This design comes from an exercise in tuning for small area, a short achievable clock period and few clock cycles per item on the open sky130 flow, not from production work.
The RTL was checked by simulation tests, not by an equivalence proof against the original design.

==> job 2434 <==
Design pu_fabric, start of the top module:
module pu_fabric #(
    parameter int BUS_STAGES = pu_pkg::BUS_STAGES_DEF,
    parameter int NEIGH_STAGES = pu_pkg::NEIGH_STAGES_DEF,
    parameter int WR_DEPTH = pu_pkg::WR_DEPTH_DEF,
    parameter int RD_DEPTH = pu_pkg::RD_DEPTH_DEF
) (
    input  wire logic             clk,
    input  wire logic             rstn,
    input  wire pu_pkg::pe_mask_t dest_valid,
    input  wire logic [pu_pkg::NUM_PE*pu_pkg::LOG_NUM_PE-1:0] dest_addr,
    input  wire logic [pu_pkg::NUM_PE*pu_pkg::DATA_LEN-1:0] dest_data,
    output pu_pkg::pe_mask_t      fifo_full,
    output pu_pkg::pe_mask_t      src_valid,
    output logic      [pu_pkg::NUM_PE*pu_pkg::DATA_LEN-1:0] src_data,
    input  wire pu_pkg::pe_mask_t src_rq,
    input  wire logic [pu_pkg::NUM_PE*pu_pkg::DATA_LEN-1:0] neigh_in,
    input  wire pu_pkg::pe_mask_t neigh_in_v,
    output logic      [pu_pkg::NUM_PE*pu_pkg::DATA_LEN-1:0] neigh_out,
    output pu_pkg::pe_mask_t      neigh_out_v,
    input  wire logic             start,
    input  wire logic             eoc,
    input  wire pu_pkg::pe_mask_t pe_eol,
    input  wire pu_pkg::pe_mask_t pe_eoi,
    output logic                  inst_eol,
    output logic                  eoi_pu
);
==> module bus_choice, before the edit <==
module bus_choice (
    input  wire logic             clk,
    input  wire logic             rstn,
    input  wire pu_pkg::pe_mask_t req,
    input  wire logic             src_rq,
    output pu_pkg::pe_addr_t      gidx,
    output logic                  src_valid
);
    localparam int NP = pu_pkg::NUM_PE;
    pu_pkg::pe_addr_t start;
    pu_pkg::pe_mask_t upper;
    pu_pkg::pe_mask_t hi;
    pu_pkg::pe_mask_t first_hi;
    pu_pkg::pe_mask_t first_all;
    pu_pkg::pe_mask_t gnt;
    pu_pkg::pe_addr_t gnt_idx;
    logic             below_hi;
    logic             below_all;
    logic             keep;
    always_comb begin
        start = gidx + 1'b1;
        for (int s = 0; s < NP; s++) begin
            upper[s] = (pu_pkg::pe_addr_t'(s) >= start);
        end
        hi = req & upper;
        below_hi = 1'b0;
        below_all = 1'b0;
        for (int s = 0; s < NP; s++) begin
            first_hi[s] = hi[s] && !below_hi;
            first_all[s] = req[s] && !below_all;
            below_hi = below_hi || hi[s];
            below_all = below_all || req[s];
        end
        gnt = below_hi ? first_hi : first_all;
        gnt_idx = '0;
        for (int s = 0; s < NP; s++) begin
            if (gnt[s]) gnt_idx = gnt_idx | pu_pkg::pe_addr_t'(s);
        end
        keep = src_valid && !src_rq;
    end
    always_ff @(posedge clk or negedge rstn) begin
        if (!rstn) begin
            gidx <= '0;
            src_valid <= 1'b0;
        end else begin
            if (!keep && below_all) begin
                gidx <= gnt_idx;
            end
            src_valid <= keep || below_all;
        end
    end
endmodule
==> module bus_dec, before the edit <==
module bus_dec (
    input  wire pu_pkg::pe_addr_t gidx,
    input  wire logic             src_valid,
    output pu_pkg::pe_mask_t      shown
);
    always_comb begin
        for (int s = 0; s < pu_pkg::NUM_PE; s++) begin
            shown[s] = src_valid && (gidx == pu_pkg::pe_addr_t'(s));
        end
    end
endmodule
==> module bus_arbiter, before the edit <==
module bus_arbiter (
    input  wire logic             clk,
    input  wire logic             rstn,
    input  wire pu_pkg::pe_mask_t dest_valid,
    input  wire logic [pu_pkg::NUM_PE*pu_pkg::LOG_NUM_PE-1:0] dest_addr,
    input  wire logic [pu_pkg::NUM_PE*pu_pkg::DATA_LEN-1:0]   dest_data,
    output pu_pkg::pe_mask_t      fifo_full,
    input  wire pu_pkg::pe_mask_t src_rq,
    output pu_pkg::pe_mask_t      src_valid,
    output logic [pu_pkg::NUM_PE*pu_pkg::DATA_LEN-1:0] src_data
);
    localparam int NP = pu_pkg::NUM_PE;
    localparam int AW = pu_pkg::LOG_NUM_PE;
    localparam int DL = pu_pkg::DATA_LEN;
    pu_pkg::pe_mask_t head_valid;
    logic [NP*AW-1:0] head_addr;
    logic [NP*DL-1:0] head_data;
    pu_pkg::pe_mask_t pop;
    pu_pkg::pe_mask_t grant    [NP];
    pu_pkg::pe_addr_t gidx     [NP];
    pu_pkg::pe_mask_t shown_by [NP];
    pu_pkg::pe_mask_t req      [NP];
    generate
        for (genvar s = 0; s < NP; s++) begin : gen_src
            bus_slave src_inst (
                .clk        (clk),
                .rstn       (rstn),
                .dest_valid (dest_valid[s]),
                .dest_addr  (dest_addr[s*AW +: AW]),
                .dest_data  (dest_data[s*DL +: DL]),
                .fifo_full  (fifo_full[s]),
                .head_valid (head_valid[s]),
                .head_addr  (head_addr[s*AW +: AW]),
                .head_data  (head_data[s*DL +: DL]),
                .shown      (shown_by[s]),
                .src_rq     (src_rq),
                .pop        (pop[s])
            );
        end
        for (genvar d = 0; d < NP; d++) begin : gen_dst
            bus_choice choice_inst (
                .clk       (clk),
                .rstn      (rstn),
                .req       (req[d]),
                .src_rq    (src_rq[d]),
                .gidx      (gidx[d]),
                .src_valid (src_valid[d])
            );
            bus_dec dec_inst (
                .gidx      (gidx[d]),
                .src_valid (src_valid[d]),
                .shown     (grant[d])
            );
            bus_mux mux_inst (
                .grant     (grant[d]),
                .head_data (head_data),
                .src_data  (src_data[d*DL +: DL])
            );
        end
    endgenerate
    pu_pkg::pe_mask_t granted;
    pu_pkg::pe_mask_t spec_free;
    pu_pkg::pe_mask_t spec_ok;
    always_comb begin
        granted = '0;
        for (int d = 0; d < NP; d++) begin
            for (int s = 0; s < NP; s++) begin
                shown_by[s][d] = grant[d][s];
            end
            granted = granted | grant[d];
        end
        spec_free = ~head_valid | granted;
        spec_ok = ~granted | pop;
        for (int d = 0; d < NP; d++) begin
            for (int s = 0; s < NP; s++) begin
                req[d][s] = spec_ok[s] && (spec_free[s]
                    ? (dest_valid[s] && (dest_addr[s*AW +: AW] == pu_pkg::pe_addr_t'(d)))
                    : (head_addr[s*AW +: AW] == pu_pkg::pe_addr_t'(d)));
            end
        end
    end
endmodule
clock: 6.5 ns
lec_check: 0
cap_margin: 20
core_margin: 2
core_utilization: 40
cts_buf_list: sky130_fd_sc_hd__clkbuf_4 sky130_fd_sc_hd__clkbuf_8
place_density: 0.45
setup_slack_margin: 3.1
slew_margin: 20
synth_hierarchical: 1
buffer_ports_args: -buffer_cell sky130_fd_sc_hd__buf_1
standard.sh (not shown) runs the stock make flow with config.mk's settings and CLKGATE_MAP_FILE= SYNTH_SCRIPT=/design/flow/synth_recipe.tcl, a recipe that flattens the netlist after the stock synthesis.
==> flow/flow/run.sh <==
#!/bin/bash
set -o pipefail
cp standard.sh standard_copy.txt 2>/dev/null
echo "export BUFFER_PORTS_ARGS = -buffer_cell sky130_fd_sc_hd__buf_1" >> config.mk
bash standard.sh > standard.log 2>&1
==> job 8937 (differences from job 2434) <==
--- a/flow/design.v
+++ b/flow/design.v
@@ -80,30 +80,52 @@
 `default_nettype wire
 `timescale 1ns/1ps
 `default_nettype none
+module bus_order (
+    input  wire pu_pkg::pe_mask_t grant,
+    input  wire logic             src_valid,
+    input  wire pu_pkg::pe_addr_t ptr,
+    output pu_pkg::pe_addr_t      start,
+    output pu_pkg::pe_mask_t      upper
+);
+    pu_pkg::pe_addr_t after_grant;
+    always_comb begin
+        after_grant = '0;
+        for (int s = 0; s < pu_pkg::NUM_PE; s++) begin
+            if (grant[(s + pu_pkg::NUM_PE - 1) % pu_pkg::NUM_PE]) after_grant = after_grant | pu_pkg::pe_addr_t'(s);
+        end
+        start = src_valid ? after_grant : ptr;
+        for (int s = 0; s < pu_pkg::NUM_PE; s++) begin
+            upper[s] = (pu_pkg::pe_addr_t'(s) >= start);
+        end
+    end
+endmodule
 module bus_choice (
     input  wire logic             clk,
     input  wire logic             rstn,
     input  wire pu_pkg::pe_mask_t req,
     input  wire logic             src_rq,
-    output pu_pkg::pe_addr_t      gidx,
+    output pu_pkg::pe_mask_t      grant,
     output logic                  src_valid
 );
     localparam int NP = pu_pkg::NUM_PE;
+    pu_pkg::pe_addr_t ptr;
     pu_pkg::pe_addr_t start;
     pu_pkg::pe_mask_t upper;
+    bus_order order_inst (
+        .grant     (grant),
+        .src_valid (src_valid),
+        .ptr       (ptr),
+        .start     (start),
+        .upper     (upper)
+    );
     pu_pkg::pe_mask_t hi;
     pu_pkg::pe_mask_t first_hi;
     pu_pkg::pe_mask_t first_all;
     pu_pkg::pe_mask_t gnt;
-    pu_pkg::pe_addr_t gnt_idx;
     logic             below_hi;
     logic             below_all;
     logic             keep;
     always_comb begin
-        start = gidx + 1'b1;
-        for (int s = 0; s < NP; s++) begin
-            upper[s] = (pu_pkg::pe_addr_t'(s) >= start);
-        end
         hi = req & upper;
         below_hi = 1'b0;
         below_all = 1'b0;
@@ -114,32 +136,20 @@
             below_all = below_all || req[s];
         end
         gnt = below_hi ? first_hi : first_all;
-        gnt_idx = '0;
-        for (int s = 0; s < NP; s++) begin
-            if (gnt[s]) gnt_idx = gnt_idx | pu_pkg::pe_addr_t'(s);
-        end
         keep = src_valid && !src_rq;
     end
     always_ff @(posedge clk or negedge rstn) begin
         if (!rstn) begin
-            gidx <= '0;
+            ptr <= '0;
             src_valid <= 1'b0;
         end else begin
-            if (!keep && below_all) begin
-                gidx <= gnt_idx;
-            end
+            ptr <= start;
             src_valid <= keep || below_all;
         end
     end
-endmodule
-module bus_dec (
-    input  wire pu_pkg::pe_addr_t gidx,
-    input  wire logic             src_valid,
-    output pu_pkg::pe_mask_t      shown
-);
-    always_comb begin
-        for (int s = 0; s < pu_pkg::NUM_PE; s++) begin
-            shown[s] = src_valid && (gidx == pu_pkg::pe_addr_t'(s));
+    always_ff @(posedge clk) begin
+        if (!keep) begin
+            grant <= gnt;
         end
     end
 endmodule
@@ -155,6 +165,27 @@
         end
     end
 endmodule
+module bus_req (
+    input  wire logic             head_valid,
+    input  wire pu_pkg::pe_addr_t head_addr,
+    input  wire logic             dest_valid,
+    input  wire pu_pkg::pe_addr_t dest_addr,
+    input  wire logic             granted,
+    input  wire logic             pop,
+    output pu_pkg::pe_mask_t      req
+);
+    logic             spec_free;
+    logic             sel_valid;
+    pu_pkg::pe_addr_t sel_addr;
+    always_comb begin
+        spec_free = !head_valid || granted;
+        sel_valid = (!granted || pop) && (spec_free ? dest_valid : 1'b1);
+        sel_addr = spec_free ? dest_addr : head_addr;
+        for (int d = 0; d < pu_pkg::NUM_PE; d++) begin
+            req[d] = sel_valid && (sel_addr == pu_pkg::pe_addr_t'(d));
+        end
+    end
+endmodule
 module bus_arbiter (
     input  wire logic             clk,
     input  wire logic             rstn,
@@ -174,7 +205,6 @@
     logic [NP*DL-1:0] head_data;
     pu_pkg::pe_mask_t pop;
     pu_pkg::pe_mask_t grant    [NP];
-    pu_pkg::pe_addr_t gidx     [NP];
     pu_pkg::pe_mask_t shown_by [NP];
     pu_pkg::pe_mask_t req      [NP];
     generate
@@ -200,14 +230,9 @@
                 .rstn      (rstn),
                 .req       (req[d]),
                 .src_rq    (src_rq[d]),
-                .gidx      (gidx[d]),
+                .grant     (grant[d]),
                 .src_valid (src_valid[d])
             );
-            bus_dec dec_inst (
-                .gidx      (gidx[d]),
-                .src_valid (src_valid[d]),
-                .shown     (grant[d])
-            );
             bus_mux mux_inst (
                 .grant     (grant[d]),
                 .head_data (head_data),
@@ -216,26 +241,30 @@
         end
     endgenerate
     pu_pkg::pe_mask_t granted;
-    pu_pkg::pe_mask_t spec_free;
-    pu_pkg::pe_mask_t spec_ok;
+    pu_pkg::pe_mask_t req_by [NP];
     always_comb begin
         granted = '0;
         for (int d = 0; d < NP; d++) begin
             for (int s = 0; s < NP; s++) begin
                 shown_by[s][d] = grant[d][s];
+                req[d][s] = req_by[s][d];
             end
-            granted = granted | grant[d];
-        end
-        spec_free = ~head_valid | granted;
-        spec_ok = ~granted | pop;
-        for (int d = 0; d < NP; d++) begin
-            for (int s = 0; s < NP; s++) begin
-                req[d][s] = spec_ok[s] && (spec_free[s]
-                    ? (dest_valid[s] && (dest_addr[s*AW +: AW] == pu_pkg::pe_addr_t'(d)))
-                    : (head_addr[s*AW +: AW] == pu_pkg::pe_addr_t'(d)));
-            end
+            granted = granted | (grant[d] & {NP{src_valid[d]}});
         end
     end
+    generate
+        for (genvar s = 0; s < NP; s++) begin : gen_req
+            bus_req req_inst (
+                .head_valid (head_valid[s]),
+                .head_addr  (head_addr[s*AW +: AW]),
+                .dest_valid (dest_valid[s]),
+                .dest_addr  (dest_addr[s*AW +: AW]),
+                .granted    (granted[s]),
+                .pop        (pop[s]),
+                .req        (req_by[s])
+            );
+        end
+    endgenerate
 endmodule
 `default_nettype wire
 `timescale 1ns/1ps
Settings changed: CTS_BUF_LIST sky130_fd_sc_hd__clkbuf_4 sky130_fd_sc_hd__clkbuf_8 to sky130_fd_sc_hd__clkbuf_8 sky130_fd_sc_hd__clkbuf_16, CTS_CLUSTER_DIAMETER from default to 80, CTS_CLUSTER_SIZE from default to 30, SETUP_SLACK_MARGIN 3.1 to 2.95.
==> comparison <==
In job 2434 the area after synthesis is lower than in job 8937, by 7.2%.
Job 2434 aborted during global routing. Job 8937 ran to the end with no violations.
Synthesized cell count: job 8937 is higher than job 2434 (7.3%).
Testbench counts of job 2434, summed over its fixed seeds: cycles 881, words 4,096.
Testbench counts of job 8937, summed over its fixed seeds: cycles 887, words 4,096.

[what the ideal ports hide]
Ports are ideal in the flow. The routed layout listed here was re-timed in OpenROAD.
Step 1 sets driving cells, clkbuf_16 on the clock port and buf_2 on the other inputs (assumed; they add their load-dependent delay and slew).
Step 2, shift: input delay + t, output delay - t, t = (earliest + latest rising clock arrival at the registers) / 2. This alone moves slack from input paths to output paths.
Three values: ideal, step 1, step 2; two values: the first two.
run: job 8937
t (ns): 0.683
setup WS [ns]: 2.963 / 2.896 / 2.466
worst setup path at the end: input to register
worst slew at a driven data input, ns: 0.12
cell pins on the clock port's net: 1
After both steps setup and hold are still met in job 8937. The setup slack of job 8937 moves by -0.067 ns with the drivers and by -0.497 ns with both steps.
